Background: an optimization exercise with open tools, aiming at small area, a short achievable clock period and few clock cycles per item. Do not read the settings as production practice. The RTL was checked by simulation tests, not by an equivalence proof against the original design. Power and IR drop assume default switching activity.

<file path="flow/design.v">
`default_nettype none
package lfupr_pkg;
	localparam int ENTRIES     = 32;
	localparam int IDX_W       = 5;
	localparam int OCC_W       = 6;
	localparam int FREQ_LEVELS = 16;
	localparam int CNT_W       = 5;
	localparam int PAGE_BITS   = 48;
	localparam int CAP_W       = 7;
	typedef enum logic [1:0] {
		K_NONE   = 2'd0,
		K_HIT    = 2'd1,
		K_INS    = 2'd2,
		K_INS_EV = 2'd3
	} kind_t;
	typedef struct packed {
		logic                 apply;
		kind_t                kind;
		logic [PAGE_BITS-1:0] page;
		logic [CNT_W-1:0]     c_old;
		logic [IDX_W-1:0]     r_old;
		logic [CNT_W-1:0]     c_new;
		logic [IDX_W-1:0]     new_rank;
		logic [CNT_W-1:0]     c_min;
	} cmd_t;
	typedef struct packed {
		logic hit;
		logic free;
		logic vic;
	} sel_t;
	typedef struct packed {
		logic                 free;
		logic [PAGE_BITS-1:0] page;
		logic [CNT_W-1:0]     cnt;
		logic [IDX_W-1:0]     rank;
	} chain_t;
endpackage
`default_nettype wire
`default_nettype none
module lfupr_cell (
	input  wire                     clk,
	input  wire                     arst_n,
	input  lfupr_pkg::cmd_t         cmd,
	input  lfupr_pkg::sel_t         sel,
	input  lfupr_pkg::chain_t       chain_i,
	output lfupr_pkg::chain_t       chain_o,
	output logic                    match,
	output logic                    first_free,
	output logic                    vic_cand
);
	logic                            valid_q;
	logic [lfupr_pkg::PAGE_BITS-1:0] page_q;
	logic [lfupr_pkg::CNT_W-1:0]     count_q;
	logic [lfupr_pkg::IDX_W-1:0]     rank_q;
	logic                            dec;
	assign match      = valid_q && (page_q == cmd.page);
	assign vic_cand   = valid_q && (count_q == cmd.c_min) && (rank_q == '0);
	assign first_free = !valid_q && !chain_i.free;
	assign dec        = valid_q && (count_q == cmd.c_old) && (rank_q > cmd.r_old);
	always_comb begin
		chain_o.free = chain_i.free | ~valid_q;
		chain_o.page = chain_i.page | (sel.vic ? page_q : '0);
		chain_o.cnt  = chain_i.cnt | (match ? count_q : '0);
		chain_o.rank = chain_i.rank | (match ? rank_q : '0);
	end
	always_ff @(posedge clk or negedge arst_n) begin
		if (!arst_n) begin
			valid_q <= 1'b0;
		end else if (cmd.apply) begin
			if ((cmd.kind == lfupr_pkg::K_INS || cmd.kind == lfupr_pkg::K_INS_EV)
			    && sel.free) begin
				valid_q <= 1'b1;
			end else if (cmd.kind == lfupr_pkg::K_INS_EV && sel.vic) begin
				valid_q <= 1'b0;
			end
		end
	end
	always_ff @(posedge clk) begin
		if (cmd.apply) begin
			case (cmd.kind)
				lfupr_pkg::K_HIT: begin
					if (sel.hit) begin
						count_q <= cmd.c_new;
						rank_q  <= cmd.new_rank;
					end else if (dec) begin
						rank_q <= rank_q - 1'b1;
					end
				end
				lfupr_pkg::K_INS, lfupr_pkg::K_INS_EV: begin
					if (sel.free) begin
						page_q  <= cmd.page;
						count_q <= lfupr_pkg::CNT_W'(1);
						rank_q  <= cmd.new_rank;
					end else if (cmd.kind == lfupr_pkg::K_INS_EV && !sel.vic && dec) begin
						rank_q <= rank_q - 1'b1;
					end
				end
				default: ;
			endcase
		end
	end
endmodule
`default_nettype wire
`default_nettype none
module lfu_page_replacement_unit (
	input  wire         clk,
	input  wire         arst_n,
	input  wire         s_tvalid,
	output logic        s_tready,
	input  wire  [47:0] s_tdata,    
	input  wire  [0:0]  s_tuser,    
	output logic        m_tvalid,
	input  wire         m_tready,
	output logic [55:0] m_tdata,    
	input  wire         cfg_valid,
	output logic        cfg_ready,
	input  wire  [6:0]  cfg_data    
);
	localparam int E  = lfupr_pkg::ENTRIES;
	localparam int PB = lfupr_pkg::PAGE_BITS;
	localparam int CW = lfupr_pkg::CNT_W;
	localparam int IW = lfupr_pkg::IDX_W;
	localparam int OW = lfupr_pkg::OCC_W;
	typedef enum logic [2:0] {
		ST_IDLE = 3'b001,
		ST_LOOK = 3'b010,
		ST_UPD  = 3'b100
	} state_t;
	state_t                   state_q;
	logic [lfupr_pkg::CAP_W-1:0] capacity_q;
	logic                     wr_q;
	logic [PB-1:0]            page_q;
	logic [E-1:0]             hit_vec_q, free_vec_q, vic_vec_q;
	logic                     hit_q;
	logic [CW-1:0]            c_old_q;
	logic [CW-1:0]            c_min_q;
	logic [IW-1:0]            r_old_q;
	logic [OW-1:0]            size_q [0:lfupr_pkg::FREQ_LEVELS];
	logic [OW-1:0]            occ_q;
	logic                     out_valid_q;
	logic [55:0]              out_data_q;
	logic [E-1:0]             match_vec, first_free_vec, vic_cand_vec;
	localparam int CHW = 1 + PB + CW + IW;
	logic [(E+1)*CHW-1:0]     chain_v;
	lfupr_pkg::chain_t        chain_end;
	lfupr_pkg::cmd_t          cmd;
	logic                     upd_go;
	logic [CW-1:0]            c_new;
	logic [CW-1:0]            c_min;
	logic [OW-1:0]            cap;
	logic                     need_ev;
	logic                     ev_new;
	logic [55:0]              res_data;
	assign cfg_ready = 1'b1;
	assign s_tready  = (state_q == ST_IDLE);
	assign m_tvalid  = out_valid_q;
	assign m_tdata   = out_data_q;
	assign upd_go  = (state_q == ST_UPD) && (!out_valid_q || m_tready);
	assign c_new   = (c_old_q == CW'(lfupr_pkg::FREQ_LEVELS)) ? c_old_q : c_old_q + 1'b1;
	assign cap     = (capacity_q > OW'(E)) ? OW'(E) : OW'(capacity_q);
	assign need_ev = ({1'b0, occ_q} + 1'b1) >= {1'b0, cap};
	assign ev_new  = need_ev && (occ_q == '0);
	always_comb begin
		c_min = '0;
		for (int c = lfupr_pkg::FREQ_LEVELS; c >= 1; c--) begin
			if (size_q[c] != '0) c_min = CW'(c);
		end
	end
	assign chain_v[CHW-1:0] = '0;
	assign chain_end = chain_v[E*CHW +: CHW];
	always_comb begin
		cmd.apply    = upd_go && !wr_q;
		cmd.page     = page_q;
		cmd.c_old    = c_old_q;
		cmd.r_old    = r_old_q;
		cmd.c_new    = c_new;
		cmd.kind     = lfupr_pkg::K_NONE;
		cmd.new_rank = '0;
		cmd.c_min    = c_min;
		if (hit_q) begin
			cmd.kind     = lfupr_pkg::K_HIT;
			cmd.new_rank = (c_new == c_old_q) ? IW'(size_q[c_old_q] - 1'b1)
			                                  : IW'(size_q[c_new]);
		end else if (need_ev) begin
			cmd.kind     = ev_new ? lfupr_pkg::K_NONE : lfupr_pkg::K_INS_EV;
			cmd.c_old    = c_min_q;
			cmd.r_old    = '0;
			cmd.new_rank = (c_min_q == CW'(1)) ? IW'(size_q[1] - 1'b1) : IW'(size_q[1]);
		end else begin
			cmd.kind     = lfupr_pkg::K_INS;
			cmd.new_rank = IW'(size_q[1]);
		end
	end
	always_comb begin
		res_data = '0;
		if (!wr_q) begin
			if (hit_q) begin
				res_data[0] = 1'b1;
			end else if (need_ev) begin
				res_data[1]    = 1'b1;
				res_data[49:2] = ev_new ? page_q : chain_end.page;
			end
		end
	end
	for (genvar g = 0; g < E; g++) begin : g_cell
		lfupr_pkg::sel_t sel;
		assign sel.hit  = hit_vec_q[g];
		assign sel.free = free_vec_q[g];
		assign sel.vic  = vic_vec_q[g];
		lfupr_cell u_cell (
			.clk       (clk),
			.arst_n    (arst_n),
			.cmd       (cmd),
			.sel       (sel),
			.chain_i   (chain_v[g*CHW +: CHW]),
			.chain_o   (chain_v[(g+1)*CHW +: CHW]),
			.match     (match_vec[g]),
			.first_free(first_free_vec[g]),
			.vic_cand  (vic_cand_vec[g])
		);
	end
	always_ff @(posedge clk or negedge arst_n) begin
		if (!arst_n) begin
			state_q     <= ST_IDLE;
			capacity_q  <= lfupr_pkg::CAP_W'(64);
			occ_q       <= '0;
			out_valid_q <= 1'b0;
			for (int i = 0; i <= lfupr_pkg::FREQ_LEVELS; i++) begin
				size_q[i] <= '0;
			end
		end else begin
			if (cfg_valid) begin
				capacity_q <= cfg_data;
			end
			if (upd_go) begin
				out_valid_q <= 1'b1;
			end else if (m_tready) begin
				out_valid_q <= 1'b0;
			end
			unique case (state_q)
				ST_IDLE: if (s_tvalid) state_q <= ST_LOOK;
				ST_LOOK: state_q <= ST_UPD;
				ST_UPD: begin
					if (upd_go) begin
						state_q <= ST_IDLE;
						if (!wr_q) begin
							if (hit_q) begin
								if (c_new != c_old_q) begin
									size_q[c_old_q] <= size_q[c_old_q] - 1'b1;
									size_q[c_new]   <= size_q[c_new] + 1'b1;
								end
							end else if (!need_ev) begin
								size_q[1] <= size_q[1] + 1'b1;
								occ_q     <= occ_q + 1'b1;
							end else if (!ev_new && c_min_q != CW'(1)) begin
								size_q[c_min_q] <= size_q[c_min_q] - 1'b1;
								size_q[1]       <= size_q[1] + 1'b1;
							end
						end
					end
				end
				default: state_q <= ST_IDLE;
			endcase
		end
	end
	always_ff @(posedge clk) begin
		if (s_tvalid && s_tready) begin
			wr_q   <= s_tuser[0];
			page_q <= s_tdata;
		end
		if (state_q == ST_LOOK) begin
			hit_vec_q  <= match_vec;
			hit_q      <= |match_vec;
			c_old_q    <= chain_end.cnt;
			c_min_q    <= c_min;
			r_old_q    <= chain_end.rank;
			free_vec_q <= first_free_vec;
			vic_vec_q  <= vic_cand_vec;
		end
		if (upd_go) begin
			out_data_q <= res_data;
		end
	end
endmodule
`default_nettype wire
</file>
<file path="flow/run.sh">
#!/bin/bash
# synth_recipe.tcl (not shown) runs the flow's synth.tcl, then flattens the netlist and writes it again
# the make line also repeats each setting of config.mk as NAME=value (left out here)
make -C /OpenROAD-flow-scripts/flow DESIGN_CONFIG=/design/flow/config.mk WORK_HOME=/design/flow/orfs CLKGATE_MAP_FILE= SYNTH_SCRIPT=/design/flow/synth_recipe.tcl finish
</file>
<file path="flow/config.mk">
export PLATFORM = sky130hd
export DESIGN_NAME = lfu_page_replacement_unit
export DESIGN_NICKNAME = lfu_page_replacement_unit
export VERILOG_FILES = /design/flow/design.v
export SDC_FILE = /design/flow/constraint.sdc
export NUM_CORES = 4
export LEC_CHECK = 0
export CAP_MARGIN = 40
export CORE_MARGIN = 2
export CORE_UTILIZATION = 25
export PLACE_DENSITY = 0.3
export SLEW_MARGIN = 40
</file>
<file path="flow/constraint.sdc">
create_clock -name core_clock -period 7.0 [get_ports {clk}]
set_input_delay 1.4000 -clock core_clock [delete_from_list [all_inputs] [get_ports {clk}]]
set_output_delay 1.4000 -clock core_clock [all_outputs]
set_load 0.01 [all_outputs]
</file>
==> run summary <==
sequential cells by signal, indices dropped and copies added (netlist names):
name,flops
c_min_q,5
state_q,3
page_q,48
g_cell.u_cell.page_q,1536
occ_q,6
wr_q,1
size_q,102
capacity_q,7
hit_vec_q,32
g_cell.u_cell.rank_q,160
vic_vec_q,32
hit_q,1
g_cell.u_cell.count_q,160
g_cell.u_cell.valid_q,32
out_valid_q,1
free_vec_q,32
r_old_q,5
c_old_q,5
m_tdata,50
cell families after synthesis:
group | synth area share [%]
compound gates | 12.06
simple gates | 9.726
flops | 56.93
other cells | 0.006492
fa+ha+maj | 2.639
mux | 1.775
buf+inv | 2.690
xor+xnor | 14.18
worst max-delay path, cell delays in order (launching register included):
cell and delay, ns:
edfxtp_1 0.61, buf_4 0.38, xnor2_1 0.63, nand4_1 0.66
nor4_1 0.44, nand3_1 0.73, nor4_2 0.70, buf_4 0.37
a22oi_1 0.24, nand3_1 0.18, or4_1 0.31
synthesized netlist by cell type, types with 48 or more instances:
library cell	number
nor2_1	379
nor3_1	170
nand2b_1	48
a211oi_1	72
edfxtp_1	2067
nor4_1	411
nand4_1	362
xnor2_1	687
nor2b_1	48
dfrtp_1	149
a22o_1	241
clkbuf_1	395
inv_1	162
buf_2	81
ha_1	244
o22ai_1	52
nand2_1	322
mux2i_1	141
buf_1	117
a22oi_1	517
o21ai_0	187
or4_1	50
xor2_1	1184
a21o_1	50
a21oi_1	224
nand3_1	196
a221oi_1	246
power breakdown:
| group | switching (mW) | internal, mW |
|---|---|---|
| logic | 11.3 | 3.58 |
| registers | 1.19 | 15.6 |
| clock network | 6.92 | 8.64 |
through the flow:
stage               hold WS [ns]  instance area, um2
CTS                       0.3917              141200
detailed placement        0.4754              131800
floorplan                 0.4721              115700
finish                    0.4334              141600
global route              0.4630              141500
global placement          0.4622              129700
layout by cell type, fill, tap and decap left out, types with 154 or more instances in the layout:
cell type and n:
o21ai_0 183, buf_4 575, a22oi_1 514, a221oi_1 236, nor4_1 300, a22o_1 241
nand4_1 362, ha_1 244, edfxtp_1 2067, inv_1 160, xor2_1 1115, clkbuf_16 305
nor3_1 154, xnor2_1 640, nand3_1 195, nand2_1 315, a21oi_1 214, nor2_1 364
layer usage:
metal / track usage [%] / part of all wire, % / vias up
met3: 7.236 / 7.7 / 1868
met5: 0 / 0.013 / -
met2: 60.25 / 44 / 7251
met4: 30.94 / 9.6 / 20
met1: 47.91 / 39 / 53130
li1: - / - / 37070
how the worst max path moves through the flow:
stage / startpoint / endpoint / slack, ns / cells past startpoint
after CTS: capacity_q[5] / g_cell[29].u_cell.rank_q[1] / 1.58 / 13
after global routing: capacity_q[5] / g_cell[12].u_cell.rank_q[3] / 1.36 / 18
after detailed placement: capacity_q[5] / g_cell[29].u_cell.rank_q[1] / 1.59 / 13
after global placement: page_q[28] / c_old_q[0] / 1.39 / 10
after floorplan: state_q[2] / c_min_q[0] / 1.22 / 2
final: page_q[36] / c_old_q[4] / 1.39 / 10
layout make-up:
class | count | area, um2 | share of cell area (%)
inverter | 169 | 636.9 | 0.4497
clock buffer | 394 | 8125 | 5.737
clock inverter | 148 | 1226 | 0.8658
antenna | 71 | 177.7 | 0.1254
tap | 6149 | 7694 | 5.432
multi-input combinational | 6320 | 49540 | 34.98
timing repair buffer | 853 | 8378 | 5.915
sequential | 2218 | 65860 | 46.50
==> summary.md <==
| Metric | Value |
|---|---|
| Total gr overflow | 0 |
| DIE AREA | around 470000 um2 |
| Post_cts resized | 0 |
| Power Dens Cells | ~330 nW/um2 |
| Root Buffer | clkbuf_16 |
| Fin crit share | between 80% and 90% |
| Clock net sink count | approximately 2200 |
| Die Width | 684.2 um |
| GRT Total Usage | between 30% and 40% |
| Reg-to-Reg End | c_old_q[4] |
| H-tree depth | 5 |
| Top cells by area, synth | edfxtp_1 (54%), xor2_1 (9.0%), xnor2_1 (5.2%), a22oi_1 (3.4%), dfrtp_1 (3.2%) |
| Worst EP required | roughly 7.7 ns |
| Hold Crit Class | input pin to async pin |
| Gate Count Post-Synth | between 9000 and 10000 |
| Mapped Area | between 100000 and 150000 um2 |
| CTS tree | done |
| Placed cell count | 15700 |
| Drt initial violations | roughly 17000 |
| I/O Buffers | 112 |
| WL/cell | between 50 and 60 um |
| Max-cap violations | 0 |
| Fillers | 46620 |
| Boundary pin count | 120 |
| First-pass GRT wire length | ~1200000 um |
| Sequential element share of the synthesized area | 56.93% |
| Final core utilization | between 30% and 40% |
| Post-DRT Antenna Nets | 0 |
| Vias in the first global route | 91910 |
| Crit-path max FO | 17 |
| Postcts setup bufs | 0 |
| Post-synth EDFFs | 2067 |
| Final setup fails | 0 |
| CP startpoint kind | flop |
| Final hold violation count | 0 |
| Worst-case clock buffer depth | 4 |
| Yosys cell types | 99 |
| Initial core utilization | 25.12% |
| Syn_area_per_cell | between 10 and 15 um2 |
| Final HPWL DP | just over 700000 um |
| Initial antenna violation count | 130 |
| Setup TNS | 0 ns |
| Top cell type's share of synthesized area | between 50% and 60% |
| Reg2Reg Depth | 10 |
| Worst slew margin | 23.78% |
| Max Freq | 0.1782 GHz |
| CP arrival | around 6.3 ns |
| Worst R2R Start | page_q[36] |
| FFs w/ async S/R, synth | 6.808% |
| Leakage Power | between 40 and 50 nW |
| Status | complete, no violations |
| Worst-Skew Late Latency | 1.04 ns |
| Final setup skew | between 0.1 and 0.15 ns |
| Pins Over Slew Limit | 0 |
| Ys Warns | 3 |
| Pre-CTS setup slack | 1.592 ns |
| RSZ-0062 raised after global routing | no |
| Non-filler cells, final | about 16000 |
| Die Y | roughly 700 um |
| Final worst slack | roughly 1.4 ns |
| Area Growth Syn to Fin | 22.44% |
| Min Clock Period, post-route | ~5.6 ns |
| Drt drc | 0 |
| Site row count | between 200 and 250 |
| Core area | between 400000 and 500000 um2 |
| Kind of critical path | flop to flop |
| Synth Flop Type | edfxtp_1 |
| GPL Wtd Cong | 1.045 |
| Worst Max-Slew Pin Slew | about 1.1 ns |
| Routed vias/inst | approximately 6.1 |
| Tot Pwr | about 47 mW |
| Layout Nets | 10170 |
| Largest net degree at the start of global routing | 97 |
| Share of cells above drive strength 1 | 16.11% |
| IR drop worst, VDD | 0.2193 mV |
| Clock transition at path regs | 0.06 ns |
| CTS buffer count | 300 |
| Vias | roughly 99000 |
| CP Capture Type | flop |
| DRT Pass-1 Iters | 8 |
| Hold buffers post-CTS | 0 |
| Yosys top cell by area | edfxtp_1 |
| Register bit count reported by yosys | ~2200 |
| R2R setup slack | 1.39 ns |
| WL final | approximately 940000 um |
Testbench counts, summed over its fixed seeds: cycles 48,016, items 16,000.

[afterwards: timing with drivers on the ports]
Ports are ideal in the flow. The routed layout listed here was re-timed in OpenROAD.
Step 1 assumes that a clkbuf_16 drives the clock port and a buf_2 every other input.
Step 2, shift: input delay + t, output delay - t, t = (earliest + latest rising clock arrival at the registers) / 2. This alone moves slack from input paths to output paths.
Slacks: no drivers / after step 1 / after step 2; pairs: no drivers / after step 1.
shift t [ns]: 1.106
setup slack, ns: 1.387 / 1.387 / 1.387
worst register clock-pin slew, ns: 0.07 / 0.07
After both steps this run still meets setup and hold. For this run, drivers alone change the setup slack by 0.000 ns; drivers and shift together by 0.000 ns.
